What follows belongs to an exercise in optimizing a design on an open flow for small area; a production flow would make more cautious choices.
Only simulation tests tie the RTL to the original design; equivalence was not proved.
The clock port is modelled as an ideal driver; clocking choices that lean on that would not hold on a real chip.
No activity file was given, so power comes from the tool's default toggle rates.

$ cat design.v
package lpd_pkg;
   localparam int CHAN_W = 4;
   localparam int BYTE_W = 8;
   localparam int LEN_W  = 64;
   localparam int DEF_NUM_CHANNELS = 16;
   localparam int DEF_HEADER_BYTES = 8;
   typedef struct packed {
      logic [CHAN_W-1:0] channel;
      logic [BYTE_W-1:0] data_byte;
   } req_type;
   typedef struct packed {
      logic [CHAN_W-1:0] out_channel;
      logic [BYTE_W-1:0] payload_byte;
      logic              first_of_frame;
      logic              last_of_frame;
      logic              empty_frame;
   } rsp_type;
   typedef struct packed {
      logic    present;
      rsp_type word;
   } ctx_res_type;
endpackage
module lpd_ctx
#(
   parameter int NUM_CHANNELS = lpd_pkg::DEF_NUM_CHANNELS,
   parameter int HEADER_BYTES = lpd_pkg::DEF_HEADER_BYTES
) (
   input  logic        clock,
   input  logic        reset,
   input  logic        step,
   input  lpd_pkg::req_type     item,
   output lpd_pkg::ctx_res_type res,
   output logic        may_defer
);
   localparam int DEPTH = 1 << lpd_pkg::CHAN_W;
   localparam int LEN_W = lpd_pkg::LEN_W;
   localparam logic [1:0] M_HDR0 = 2'b00;
   localparam logic [1:0] M_HDR  = 2'b01;
   localparam logic [1:0] M_PAY1 = 2'b10;
   localparam logic [1:0] M_PAY  = 2'b11;
   logic [1:0]       mode_ff [DEPTH];
   logic [LEN_W-1:0] data_ff [DEPTH];
   logic [1:0]       mode;
   logic [LEN_W-1:0] data;
   logic             in_header;
   logic             hdr_last;
   logic             use_dec;
   logic [2:0]       hc;
   logic [LEN_W-1:0] x;
   logic [LEN_W:0]   z;
   logic [LEN_W-1:0] dec;
   logic             x_zero;
   logic [1:0]       mode_in;
   logic [LEN_W-1:0] data_in;
   assign mode = mode_ff[item.channel];
   assign data = data_ff[item.channel];
   assign in_header = ~mode[1];
   assign hc        = mode[0] ? data[LEN_W-1 -: 3] : 3'd0;
   assign hdr_last  = mode[0] & (data[LEN_W-1 -: 3] == 3'd7);
   assign use_dec   = mode[1] | hdr_last;
   assign x = {(mode[1] ? data[LEN_W-1 -: 8] : item.data_byte), data[LEN_W-9:0]};
   logic [16:0] g_pre;
   assign g_pre[0] = 1'b1;
   for (genvar j = 0; j < 16; j++) begin : g_grp
      logic [4:0] zl;
      assign zl[0] = 1'b1;
      for (genvar b = 0; b < 4; b++) begin : g_bit
         assign zl[b+1]     = zl[b] & ~x[4*j+b];
         assign z[4*j+b]    = g_pre[j] & zl[b];
         assign dec[4*j+b]  = x[4*j+b] ^ z[4*j+b];
      end
      assign g_pre[j+1] = g_pre[j] & zl[4];
   end
   assign z[LEN_W] = g_pre[16];
   assign x_zero = z[LEN_W];
   assign may_defer = in_header & ~hdr_last;
   always_comb begin
      res.present             = mode[1] | (hdr_last & x_zero);
      res.word.out_channel    = item.channel;
      res.word.payload_byte   = item.data_byte & {8{mode[1]}};
      res.word.first_of_frame = (mode == M_PAY1);
      res.word.last_of_frame  = in_header | x_zero;
      res.word.empty_frame    = in_header;
   end
   always_comb begin
      if (use_dec) begin
         data_in = dec;
         mode_in = x_zero ? M_HDR0 : (mode[1] ? M_PAY : M_PAY1);
      end else begin
         data_in = data;
         for (int k = 0; k < 7; k++) begin
            if (hc == 3'(k)) data_in[8*k +: 8] = item.data_byte;
         end
         data_in[LEN_W-1 -: 3] = hc + 3'd1;
         mode_in = M_HDR;
      end
   end
   for (genvar i = 0; i < DEPTH; i++) begin : g_ch
      always_ff @(posedge clock) begin
         if (reset) begin
            mode_ff[i] <= M_HDR0;
         end else if (step && item.channel == lpd_pkg::CHAN_W'(i)) begin
            mode_ff[i] <= mode_in;
         end
      end
      always_ff @(posedge clock) begin
         if (step && item.channel == lpd_pkg::CHAN_W'(i)) begin
            data_ff[i] <= data_in;
         end
      end
   end
endmodule
module lpd_out_reg
(
   input  logic    clock,
   input  logic    reset,
   input  logic    load,
   input  lpd_pkg::rsp_type word,
   output logic    free,
   output logic    rsp_valid,
   input  logic    rsp_ready,
   output lpd_pkg::rsp_type rsp_data
);
   logic    valid_ff;
   lpd_pkg::rsp_type data_ff;
   assign free      = ~valid_ff | rsp_ready;
   assign rsp_valid = valid_ff;
   assign rsp_data  = data_ff;
   always_ff @(posedge clock) begin
      if (reset) begin
         valid_ff <= 1'b0;
      end else if (load) begin
         valid_ff <= 1'b1;
      end else if (rsp_ready) begin
         valid_ff <= 1'b0;
      end
   end
   always_ff @(posedge clock) begin
      if (load) begin
         data_ff <= word;
      end
   end
endmodule
module length_prefix_deframer_unit
#(
   parameter int NUM_CHANNELS = lpd_pkg::DEF_NUM_CHANNELS,
   parameter int HEADER_BYTES = lpd_pkg::DEF_HEADER_BYTES
) (
   input  logic    clock,
   input  logic    reset,
   input  logic    req_valid,
   output logic    req_ready,
   input  lpd_pkg::req_type req_data,
   output logic    rsp_valid,
   input  logic    rsp_ready,
   output lpd_pkg::rsp_type rsp_data
);
   lpd_pkg::ctx_res_type res;
   logic        out_free;
   logic        no_res;
   logic        step;
   logic        load;
   assign req_ready = out_free | no_res;
   assign step      = req_valid & req_ready;
   assign load      = step & res.present;
   lpd_ctx #(
      .NUM_CHANNELS (NUM_CHANNELS),
      .HEADER_BYTES (HEADER_BYTES)
   ) u_ctx (
      .clock (clock),
      .reset (reset),
      .step  (step),
      .item  (req_data),
      .res   (res),
      .may_defer (no_res)
   );
   lpd_out_reg u_out (
      .clock     (clock),
      .reset     (reset),
      .load      (load),
      .word      (res.word),
      .free      (out_free),
      .rsp_valid (rsp_valid),
      .rsp_ready (rsp_ready),
      .rsp_data  (rsp_data)
   );
endmodule
$ cat flow/run.sh
#!/bin/bash
# The standard layout (standard.sh) with these changes:
#  - synthesis maps the logic with flow/abc_map.script (see flow/synth.tcl);
#  - ports are buffered with the smallest buffer, sky130_fd_sc_hd__buf_1;
#  - the clock tree uses clkbuf_8 leaf clusters of up to 18 sinks, without dummy loads;
#  - after clock tree synthesis, cells with slack to spare are downsized (flow/post_cts.tcl).
set -euo pipefail
cd "$(dirname "$0")/.."
work=$(pwd)
export FLOW_SYNTH_TCL=$work/synth_recipe.tcl
export MY_ABC_SCRIPT=$work/flow/abc_map.script
export BUFFER_PORTS_ARGS="-buffer_cell sky130_fd_sc_hd__buf_1"
export CTS_ARGS="-sink_clustering_enable -repair_clock_nets -buf_list sky130_fd_sc_hd__clkbuf_8 -sink_clustering_size 18 -sink_clustering_max_diameter 60 -dont_use_dummy_load"
export POST_CTS_TCL=$work/flow/post_cts.tcl
sed "s#SYNTH_SCRIPT=[^ ]*#SYNTH_SCRIPT=$work/flow/synth.tcl#" standard.sh > my_standard.sh
grep -q "SYNTH_SCRIPT=$work/flow/synth.tcl" my_standard.sh
bash my_standard.sh > standard.log 2>&1
$ cat flow/abc_map.script
strash
&get -n
&dch
&nf
&put
topo
stime -c
buffer -c
upsize -c
dnsize -c
$ cat flow/post_cts.tcl
# After clock tree synthesis and its timing repair: downsize cells on paths with slack
# to spare (keeping 0.5 ns of setup margin), then legalize the placement again.
estimate_parasitics -placement
repair_timing -recover_power 100 -setup_margin 0.5 -verbose
detailed_placement
check_placement -verbose
$ cat flow/synth.tcl
# The standard flow's synthesis script, with the logic mapped by an area-recovering ABC script
# (abc_map.script) in place of the flow's. Registers are mapped as before.
proc abc {args} {
  set i [lsearch -exact $args -script]
  if {$i >= 0} { lset args [expr {$i + 1}] $::env(MY_ABC_SCRIPT) }
  yosys abc {*}$args
}
source $::env(FLOW_SYNTH_TCL)
$ cat standard.sh
#!/bin/bash
# synth_recipe.tcl (not shown) runs the flow's synth.tcl, then flattens the netlist and writes it again
# the make line also repeats each setting of config.mk as NAME=value (left out here)
make -C /OpenROAD-flow-scripts/flow DESIGN_CONFIG=/design/flow/config.mk WORK_HOME=/design/flow/orfs CLKGATE_MAP_FILE= SYNTH_SCRIPT=/design/flow/synth_recipe.tcl "${@:-finish}"
$ cat config.mk
export PLATFORM = sky130hd
export DESIGN_NAME = length_prefix_deframer_unit
export DESIGN_NICKNAME = length_prefix_deframer_unit
export VERILOG_FILES = /design/flow/design.v
export SDC_FILE = /design/flow/constraint.sdc
export NUM_CORES = 4
export LEC_CHECK = 0
export ABC_AREA = 1
export CAP_MARGIN = 20
export CORE_MARGIN = 2
export CORE_UTILIZATION = 75
export SLEW_MARGIN = 20
$ cat constraint.sdc
create_clock -name core_clock -period 10.0 [get_ports {clock}]
set_input_delay 2.0000 -clock core_clock [delete_from_list [all_inputs] [get_ports {clock}]]
set_output_delay 2.0000 -clock core_clock [all_outputs]
set_load 0.01 [all_outputs]
==> results.txt, run 1 <==
* Hold path start: u_ctx.mode_ff[15][1]
* Hold Crit Class: reg -> reg
* CP Launch Type: input port
* Layout area overhead at 5.324%
* Die Span Y at between 200 and 250 um
* FMAX at around 0.12 GHz
* Initial core utilization at 0.7578
* Largest net degree at the start of global routing at 68
* Clk latency of the worst-skew pair at around 710 ps
* First drt pass iteration count at 9
* Top cell by count, worst path: ha_1
* Dominant cell by count in the synthesized netlist: edfxtp_1
* Layout Nets at 2467
* Post-synth top flop: edfxtp_1
* Reg-to-Reg End: u_ctx.data_ff[15][53]
* Sequential share of the synthesized area at 0.7813
* GPL Wtd Cong at 0.8739
* Top area cells in the synthesized netlist: edfxtp_1, a222oi_1, a22oi_1
* Remaining global-route overflow at 0
* Clk_skew at roughly 57 ps
* Synth unique cells at 71
* Post-route setup slack at around 1500 ps
* Ant diodes at 0
* Minimum hold slack at slightly above 500 ps
* # port buffers at 32
* Reg2reg start: u_ctx.data_ff[9][0]
* Final Hold Vio Count at 0
* Register-to-Register Setup Slack at roughly 3600 ps
* Die span in x at 237.2 um
* Max Transition Viols Final at 0
* Cell area after layout at approximately 43000 um2
* Buf/Inv on CP at 3
* Critical Path AT at between 8000 and 9000 ps
* Crit Path Max Fanout at 33
* Initial antenna violation count at 1
* Number of global-route vias before repair at 23634
* CP endpoint kind: flip-flop
* Outcome: no timing/DRC/antenna violations
* Vias per inst at 7.840
* RSZ-0062 raised after global routing: no
* Routed len/inst at around 35 um
* HPWL after DPL at roughly 57 mm
* Cell Pwr Density at roughly 180 nW/um2
* Cell Chain, Critical Path: clkbuf_1 -> and4bb_4 -> a22o_1 -> a221oi_1 -> nand4_1 -> a21oi_1 -> ha_1 -> ha_1 -> ha_1 -> and4bb_1 -> nand4_1 -> nor4_1 -> and3_1 -> nand2_1 -> clkinvlp_2 -> nand2_1 -> nor3_1 -> ha_1 -> xor2_1 -> o21ai_0 -> clkbuf_1
* Crit Path Category: in -> reg
* Max stage delay on crit path at roughly 720 ps
* Post-route ant nets at 0
* Final setup vio count at 0
* Crit share post-route at 0.8520
* Die area at around 56000 um2
* Worst path slowest cell: nor4_1
* Yosys warning count at 4
* FP Rows at 85
* Mapped cell area at 40780 um2
* EDFF count, synth at 1039
* Total GRT Usage at 0.3890
* Hold depth at 2
* CTS tree: built
* VDD IR max at roughly 0.18 mV
* Setup TNS at 0 ps
* Final WL at about 110 mm
* Worst EP required at around 10000 ps
* Setup WS pre-CTS at ~1700 ps
* DP Area at ~42000 um2
* Number of clock sinks at between 1000 and 1500
* Worst Tran Pin Value at 1253 ps
* Core box area at between 50000 and 60000 um2
* Worst Reg-to-Reg Cells at 19
* Pleak at roughly 13 nW
* Worst path top cell family by delay: simple AND/OR/NAND/NOR gates
* Synthesized flop and latch total at around 1100
* Post-synth top area cell: edfxtp_1
* Syn Inst Count at 2401
* WHS Endpoint: u_ctx.mode_ff[15][1]
* Ratio of cells with drive above 1 in the final layout at 0.09110
* Synth Area per Inst at approximately 17 um2
* Final min period at between 8000 and 9000 ps
* Synth top cells by count: edfxtp_1, a22oi_1, a222oi_1, nor2_1, nand2_1
* Routed via count at roughly 24000
* Drt drc at 0
* Post-Syn Nets at about 2400
* CTS clk-pin slew, worst paths at about 100 ps
* Slew HR at 0.1644
* Asr flop ratio synth at 0
* Yosys top cell area share at 0.7651
* Global-route wire length before repair at ~160 mm
* Detailed Route Iter0 Violations at about 4500
* Max-cap check violation count at 0
* Top Ports at 33
[final cells by class]
class,count,area (um2)
sequential,1072,31860
fill,2881,10870
multi-input combinational,1139,8195
timing repair buffer,123,974.7
clock buffer,70,963.4
tap,696,870.8
inverter,22,83.83
[kinds of logic (layout without fill, tap and decap cells)]
| logic type | count (synthesis) | in the layout | synth area share |
|---|---|---|---|
| AO/OA/AOI/OAI | 663 | 663 | 0.1265 |
| adder cells (fa/ha/maj) | 23 | 23 | 0.007057 |
| XOR/XNOR | 27 | 27 | 0.005799 |
| buffers and inverters | 190 | 215 | 0.02292 |
| multiplexers | 10 | 10 | 0.002455 |
| AND/OR/NAND/NOR | 416 | 416 | 0.05397 |
| flip-flops | 1072 | 1072 | 0.7813 |
[registers in the layout, summed over array words and instances (netlist names)]
| signal | count |
|---|---|
| u_ctx.mode_ff | 32 |
| u_out.data_ff | 15 |
| u_ctx.data_ff | 1024 |
| u_out.valid_ff | 1 |
[power breakdown]
group          total, mW  leakage, nW  switching (mW)  internal, mW
Combinational      0.659         3.24           0.501         0.158
Clock               1.89        0.503            1.26         0.634
Sequential          5.18         9.71          0.0183          5.16
Total               7.73         13.5            1.78          5.95
[worst max path at each step]
stage	start	to	slack [ps]	cells past startpoint
floorplan	req_data[8]	u_ctx.data_ff[0][0]	1920	16
global placement	req_data[9]	u_ctx.data_ff[12][56]	1820	19
detailed placement	req_data[9]	u_ctx.data_ff[14][57]	1740	20
global route	req_data[9]	u_ctx.data_ff[15][53]	1080	21
finish	req_data[9]	u_ctx.data_ff[15][53]	1480	21
[stage by stage]
step                      utilization  instances  total power, mW
after floorplan                     -       2401            5.664
after global placement         0.7743       3032            5.877
after detailed placement       0.7745       3033            5.912
after global routing           0.7981       3122            7.921
final                          0.7981       3122            7.732
[cells in the final DEF (no fill, tap or decap), drive strengths merged, types with 4 or more instances in the layout]
cell / netlist / final
nor4b: 4 / 4
or3: 4 / 4
or2: 4 / 4
nand2b: 7 / 7
a221oi: 59 / 59
dfxtp: 33 / 33
nand3: 54 / 54
clkbuf: 69 / 105
xor2: 14 / 14
xnor2: 13 / 13
mux2i: 10 / 10
nand4: 65 / 65
and4b: 4 / 4
nor3: 14 / 14
and4bb: 5 / 5
o22a: 11 / 11
and2: 15 / 15
ha: 23 / 23
a22o: 52 / 52
and3: 19 / 19
inv: 21 / 21
a22oi: 160 / 160
nor2: 114 / 114
a21oi: 69 / 69
edfxtp: 1039 / 1039
a211oi: 46 / 46
buf: 99 / 88
a222oi: 133 / 133
o21ai: 64 / 64
nor2b: 7 / 7
a21o: 12 / 12
nand2: 89 / 89
a211o: 6 / 6
o22ai: 32 / 32
[worst reg2reg max path, cell delays in order (launching register included)]
cell and delay, ps:
edfxtp_1 420, a22o_1 230, a221oi_1 270, nand4_1 140
a21oi_1 240, ha_1 250, ha_1 210, ha_1 280
and4bb_1 380, nand4_1 360, nor4_1 720, and3_1 380
nand2_1 130, clkinvlp_2 220, nand2_1 160, nor3_1 480
ha_1 260, xor2_1 70, o21ai_0 360, clkbuf_1 520
[routing by layer]
| layer | wire length [um] | GRT usage | up-vias |
|---|---|---|---|
| met4 | 4750 | 0.1824 | 2 |
| met2 | 50830 | 0.6078 | 2154 |
| met1 | 37760 | 0.5466 | 12046 |
| li1 | - | - | 9949 |
| met3 | 15260 | 0.07270 | 325 |
| met5 | 12 | 0 | - |
==> inputs of run 2 (changes only) <==
--- a/design.v
+++ b/design.v
@@ -48,30 +48,38 @@
    logic [2:0]       hc;
    logic [LEN_W-1:0] x;
    logic [LEN_W:0]   z;
-   logic [LEN_W-1:0] dec;
    logic             x_zero;
    logic [1:0]       mode_in;
    logic [LEN_W-1:0] data_in;
-   assign mode = mode_ff[item.channel];
-   assign data = data_ff[item.channel];
+   logic [DEPTH-1:0]        sel;
+   logic [LEN_W+1:0]        ctx [DEPTH];
+   logic [5:0][LEN_W+1:0]   part;
+   assign sel = DEPTH'(1) << item.channel;
+   for (genvar i = 0; i < DEPTH; i++) begin : g_rd
+      assign ctx[i] = {mode_ff[i], data_ff[i]} & {(LEN_W+2){sel[i]}};
+   end
+   for (genvar g = 0; g < 5; g++) begin : g_part
+      assign part[g] = ctx[3*g] | ctx[3*g+1] | ctx[3*g+2];
+   end
+   assign part[5] = ctx[15];
+   assign {mode, data} = part[0] | part[1] | part[2] | part[3] | part[4] | part[5];
    assign in_header = ~mode[1];
    assign hc        = mode[0] ? data[LEN_W-1 -: 3] : 3'd0;
    assign hdr_last  = mode[0] & (data[LEN_W-1 -: 3] == 3'd7);
    assign use_dec   = mode[1] | hdr_last;
    assign x = {(mode[1] ? data[LEN_W-1 -: 8] : item.data_byte), data[LEN_W-9:0]};
-   logic [16:0] g_pre;
+   logic [8:0] g_pre;
    assign g_pre[0] = 1'b1;
-   for (genvar j = 0; j < 16; j++) begin : g_grp
-      logic [4:0] zl;
+   for (genvar j = 0; j < 8; j++) begin : g_grp
+      logic [8:0] zl;
       assign zl[0] = 1'b1;
-      for (genvar b = 0; b < 4; b++) begin : g_bit
-         assign zl[b+1]     = zl[b] & ~x[4*j+b];
-         assign z[4*j+b]    = g_pre[j] & zl[b];
-         assign dec[4*j+b]  = x[4*j+b] ^ z[4*j+b];
+      for (genvar b = 0; b < 8; b++) begin : g_bit
+         assign zl[b+1]     = zl[b] & ~x[8*j+b];
+         assign z[8*j+b]    = g_pre[j] & zl[b];
       end
-      assign g_pre[j+1] = g_pre[j] & zl[4];
+      assign g_pre[j+1] = g_pre[j] & zl[8];
    end
-   assign z[LEN_W] = g_pre[16];
+   assign z[LEN_W] = g_pre[8];
    assign x_zero = z[LEN_W];
    assign may_defer = in_header & ~hdr_last;
    always_comb begin
@@ -82,16 +90,18 @@
       res.word.last_of_frame  = in_header | x_zero;
       res.word.empty_frame    = in_header;
    end
+   logic [7:0] lane_wr;
+   for (genvar l = 0; l < 8; l++) begin : g_lane
+      assign lane_wr[l] = ~use_dec & (hc == 3'(l));
+   end
    always_comb begin
+      for (int i = 0; i < LEN_W; i++) begin
+         data_in[i] = lane_wr[i/8] ? item.data_byte[i%8] : (x[i] ^ (z[i] & use_dec));
+      end
+      if (~use_dec) data_in[LEN_W-1 -: 3] = hc + 3'd1;
       if (use_dec) begin
-         data_in = dec;
          mode_in = x_zero ? M_HDR0 : (mode[1] ? M_PAY : M_PAY1);
       end else begin
-         data_in = data;
-         for (int k = 0; k < 7; k++) begin
-            if (hc == 3'(k)) data_in[8*k +: 8] = item.data_byte;
-         end
-         data_in[LEN_W-1 -: 3] = hc + 3'd1;
          mode_in = M_HDR;
       end
    end
==> flow/run.sh (replaced) <==
#!/bin/bash
# The standard layout (standard.sh) with these changes:
#  - synthesis maps the logic with flow/abc_map.script (see flow/synth.tcl);
#  - ports are buffered with sky130_fd_sc_hd__buf_2;
#  - the clock tree uses clkbuf_8 leaf clusters of up to 16 sinks, without dummy loads.
set -euo pipefail
cd "$(dirname "$0")/.."
work=$(pwd)
export FLOW_SYNTH_TCL=$work/synth_recipe.tcl
export MY_ABC_SCRIPT=$work/flow/abc_map.script
export BUFFER_PORTS_ARGS="-buffer_cell sky130_fd_sc_hd__buf_2"
export CTS_ARGS="-sink_clustering_enable -repair_clock_nets -buf_list sky130_fd_sc_hd__clkbuf_8 -sink_clustering_size 16 -sink_clustering_max_diameter 50 -dont_use_dummy_load"
sed "s#SYNTH_SCRIPT=[^ ]*#SYNTH_SCRIPT=$work/flow/synth.tcl#" standard.sh > my_standard.sh
grep -q "SYNTH_SCRIPT=$work/flow/synth.tcl" my_standard.sh
bash my_standard.sh > standard.log 2>&1
removed: flow/post_cts.tcl
==> run 2 against run 1 <==
Compared with the run above:
- critical endpoint is now req_ready
- first-iteration DRC count increased by 18%
- non-clock buffer count decreased by 27
- power down 1.2%
- critical path depth is 11 lower
- clock power increased by 7%
- largest cell class unchanged
- global-route usage is 1.5 points lower
==> results.txt, run 2 <==
* Post-Synth Simple-Gate Area at 0.05524
* Crit Path Max Fanout at 46
* Max reg flops at 1024
* Crit share post-route at 0.7794
* Clk latency of the worst-skew pair at 710 ps
* Syn Inst Count at roughly 2200
* DP Cell Count at 2853
* Synth Area in XOR/XNOR at 0.01031
* Initial core utilization at 0.7599
* Synth Area per Inst at ~18 um2
* Sequential share of the synthesized area at 0.7978
* Top area cells in the synthesized netlist: edfxtp_1, a222oi_1, dfxtp_1
* Vias per inst at 7.925
* Hold path start: u_ctx.mode_ff[1][1]
* Root Driver: clkbuf_8
* Number of global-route vias before repair at between 20000 and 25000
* Ratio of cells with drive above 1 in the final layout at 0.1145
* Commonest cells after routing, fill and taps aside: edfxtp_1, a222oi_1, nand2_1
* HPWL after DPL at between 50 and 60 mm
* Fillers at around 2700
* H-tree depth at 3
* First drt pass iteration count at 10
* Core box area at between 50000 and 60000 um2
* Routed via count at 23314
* Post-synth top flop: edfxtp_1
* Largest regs: u_ctx.data_ff: 1024 flops, u_ctx.mode_ff: 32 flops, u_out.data_ff: 15 flops
* Worst Reg-to-Reg Cells at 11
* # port buffers at 32
* Max stage delay on crit path at 730 ps
* CTS Buf Count at slightly above 80
* CTS tree: built
* Routed len/inst at 35.10 um
* Remaining global-route overflow at 0
* Initial antenna violation count at 1
* Setup TNS at 0 ps
* Layout Nets at 2278
* Clk_skew at approximately 67 ps
* Largest family of logic cells by synthesized area: compound AO/OA/AOI/OAI gates
* WHS Endpoint: u_ctx.mode_ff[1][1]
* Global-route wire length before repair at 149.5 mm
* Number of clock sinks at approximately 1100
* Top cell by count, worst path: buf_2
* Final WL at 103.3 mm
* Adder-cell area share of the yosys netlist at 0.001880
* Yosys warning count at 5
* Minimum hold slack at approximately 500 ps
* Die Span Y at 234.8 um
* Synth unique cells at 70
* Non-Filler Instances at around 3000
* Hold-fix buffers, CTS at 0
* CP endpoint kind: primary output
* Synth top cells by count: edfxtp_1, a222oi_1, nand2_1, nor2_1, clkbuf_1
* Top Ports at 33
* Slew HR at 0.2140
* Max Transition Viols Final at 0
* Reg-to-Reg End: u_ctx.data_ff[8][49]
* Asr flop ratio synth at 0
* Post-Syn Nets at approximately 2300
* Mapped cell area at 39930 um2
* Synthesized flop and latch total at between 1000 and 1500
* Outcome: no timing/DRC/antenna violations
* Final setup vio count at 0
* Yosys top cell area share at 0.7813
* Crit Path Category: in -> out
* Die span in x at about 230 um
* VDD IR max at between 0.15 and 0.2 mV
* Post-synthesis mux area share at 0.003540
* Post-synth top area cell: edfxtp_1
* Most common cell after layout, fill and taps aside: edfxtp_1
* Critical Path AT at 5790 ps
* CP Launch Type: input port
* Final min period at between 7000 and 8000 ps
* CTS resizes at 0
* GPL Wtd Cong at 0.8430
* Dominant cell by count in the synthesized netlist: edfxtp_1
* Setup bufs post-CTS at 0
* Die area at between 50000 and 60000 um2
* Detailed Route Iter0 Violations at about 5300
* Worst path slowest cell: or3_1
* Layout area overhead at 5.314%
* EDFF count, synth at approximately 1000
* Register-to-Register Setup Slack at 4920 ps
* Post-route ant nets at 0
* Hold depth at 2
* FMAX at ~0.13 GHz
* Max-cap check violation count at 0
* Total GRT Usage at 0.3741
* RSZ-0062 raised after global routing: no
* Cell Chain, Critical Path: buf_2 -> and4bb_4 -> buf_4 -> a222oi_1 -> nand4_1 -> or3_1 -> a31oi_2 -> inv_1 -> nand2_1 -> buf_2
* CTS Buffer Depth at 3
* Worst EP required at ~8000 ps
* Largest net degree at the start of global routing at 68
* Pleak at 13.06 nW
* FP Rows at 84
* CTS clk-pin slew, worst paths at roughly 60 ps
* Compound-gate portion of the synthesized area at 0.1074
* Reg2reg start: u_ctx.data_ff[1][10]
* Final Hold Vio Count at 0
* Cell Pwr Density at between 150 and 200 nW/um2
* Ant diodes at 0
* Hold Crit Class: reg -> reg
* Worst Tran Pin Value at roughly 1200 ps
* Most flops, register: u_ctx.data_ff
* Drt drc at 0
-- run 2: changes by cell type in the layout (fill, tap and decap cells not counted), moves of 17 or more --
cell / delta
o22ai_1: -21
nor2_1: -35
clkbuf_1: -20
inv_1: +17
o21ai_0: -40
buf_2: +32
a222oi_1: +149
a22o_1: -47
a221oi_1: -59
a21oi_1: -37
a22oi_1: -101
ha_1: -17
buf_1: -27
-- run 2: cells by family (layout without fill, tap and decap cells) --
family                   after synthesis  after routing
AO/OA/AOI/OAI                        490            490
XOR/XNOR                              47             47
adder cells (fa/ha/maj)                6              6
buffers and inverters                204            218
flip-flops                          1072           1072
multiplexers                          13             13
AND/OR/NAND/NOR                      408            408
-- run 2: layout make-up --
| type | instances | area, um2 | area share |
|---|---|---|---|
| Sequential cell | 1072 | 31860 | 0.7576 |
| Multi-Input combinational cell | 964 | 7358 | 0.1750 |
| Clock buffer | 83 | 1142 | 0.02716 |
| Tap cell | 688 | 860.8 | 0.02047 |
| Timing Repair Buffer | 96 | 688.2 | 0.01636 |
| Inverter | 39 | 146.4 | 0.003481 |
-- run 2: layer usage --
| layer | share of wire | up-vias | global-route usage | wire length, um |
|---|---|---|---|---|
| met3 | 0.15 | 270 | 0.07108 | 15190 |
| met2 | 0.48 | 2072 | 0.5928 | 49140 |
| met4 | 0.040 | 0 | 0.1515 | 4127 |
| li1 | - | 9444 | - | - |
| met1 | 0.34 | 11528 | 0.5265 | 34810 |
| met5 | 0 | - | 0 | 0 |
-- run 2: critical path, delay by kind of cell --
kind	cells	cell delay, ps
buffers and inverters	4	1100
AOI/OAI and AO/OA	2	700
and+or+nand+nor	4	1960
-- run 2: through the flow --
stage	utilization	instance area (um2)	total power [mW]	setup WS [ps]
after floorplan	-	39930	5.505	2789
after detailed placement	0.7766	40810	5.700	2130
after CTS	0.7983	41950	7.611	2293
after global placement	0.7757	40760	5.670	2464
after global routing	0.8003	42060	7.824	2039
final	0.8003	42060	7.637	2206
-- run 2: worst max-delay path by stage --
stage	start	to	slack, ps	depth (start not counted)
finish	req_data[11]	req_ready	2210	10
global route	req_data[11]	req_ready	2040	10
CTS	req_data[11]	req_ready	2290	10
detailed placement	req_data[11]	u_ctx.data_ff[0][32]	2130	13
global placement	req_data[11]	req_ready	2460	10
floorplan	req_data[8]	u_ctx.data_ff[11][0]	2790	16
-- run 2: where the power goes --
part,internal (mW),switching (mW)
Clock,0.744,1.27
Combinational,0.126,0.387
Sequential,5.09,0.0169
Total,5.96,1.68

port drivers added, routing unchanged:
The flow's constraints put no driver on any port. The routed layouts listed below were extracted and timed again, unchanged, in two steps.
Step 1 (the two cells are an assumption about what drives the block):
set clk [get_ports {clock}]
set_driving_cell -lib_cell sky130_fd_sc_hd__clkbuf_16 $clk
set_driving_cell -lib_cell sky130_fd_sc_hd__buf_2 [delete_from_list [all_inputs] $clk]
Step 2, shift: input delay + t, output delay - t, t = (earliest + latest rising clock arrival at the registers) / 2. This alone moves slack from input paths to output paths.
Three values: ideal, step 1, step 2; two values: the first two.
run | t (ns) | slack for setup (ns) | worst data-port slew with drivers (ns)
run 1 | 0.742 | 1.480 / 1.513 / 0.772 | 0.05
run 2 | 0.736 | 2.206 / 2.168 / 2.056 | 0.04
After both steps setup and hold are still met in every run listed. For run 1, which loses most, drivers alone change the setup slack by +0.033 ns; drivers and shift together by -0.708 ns.
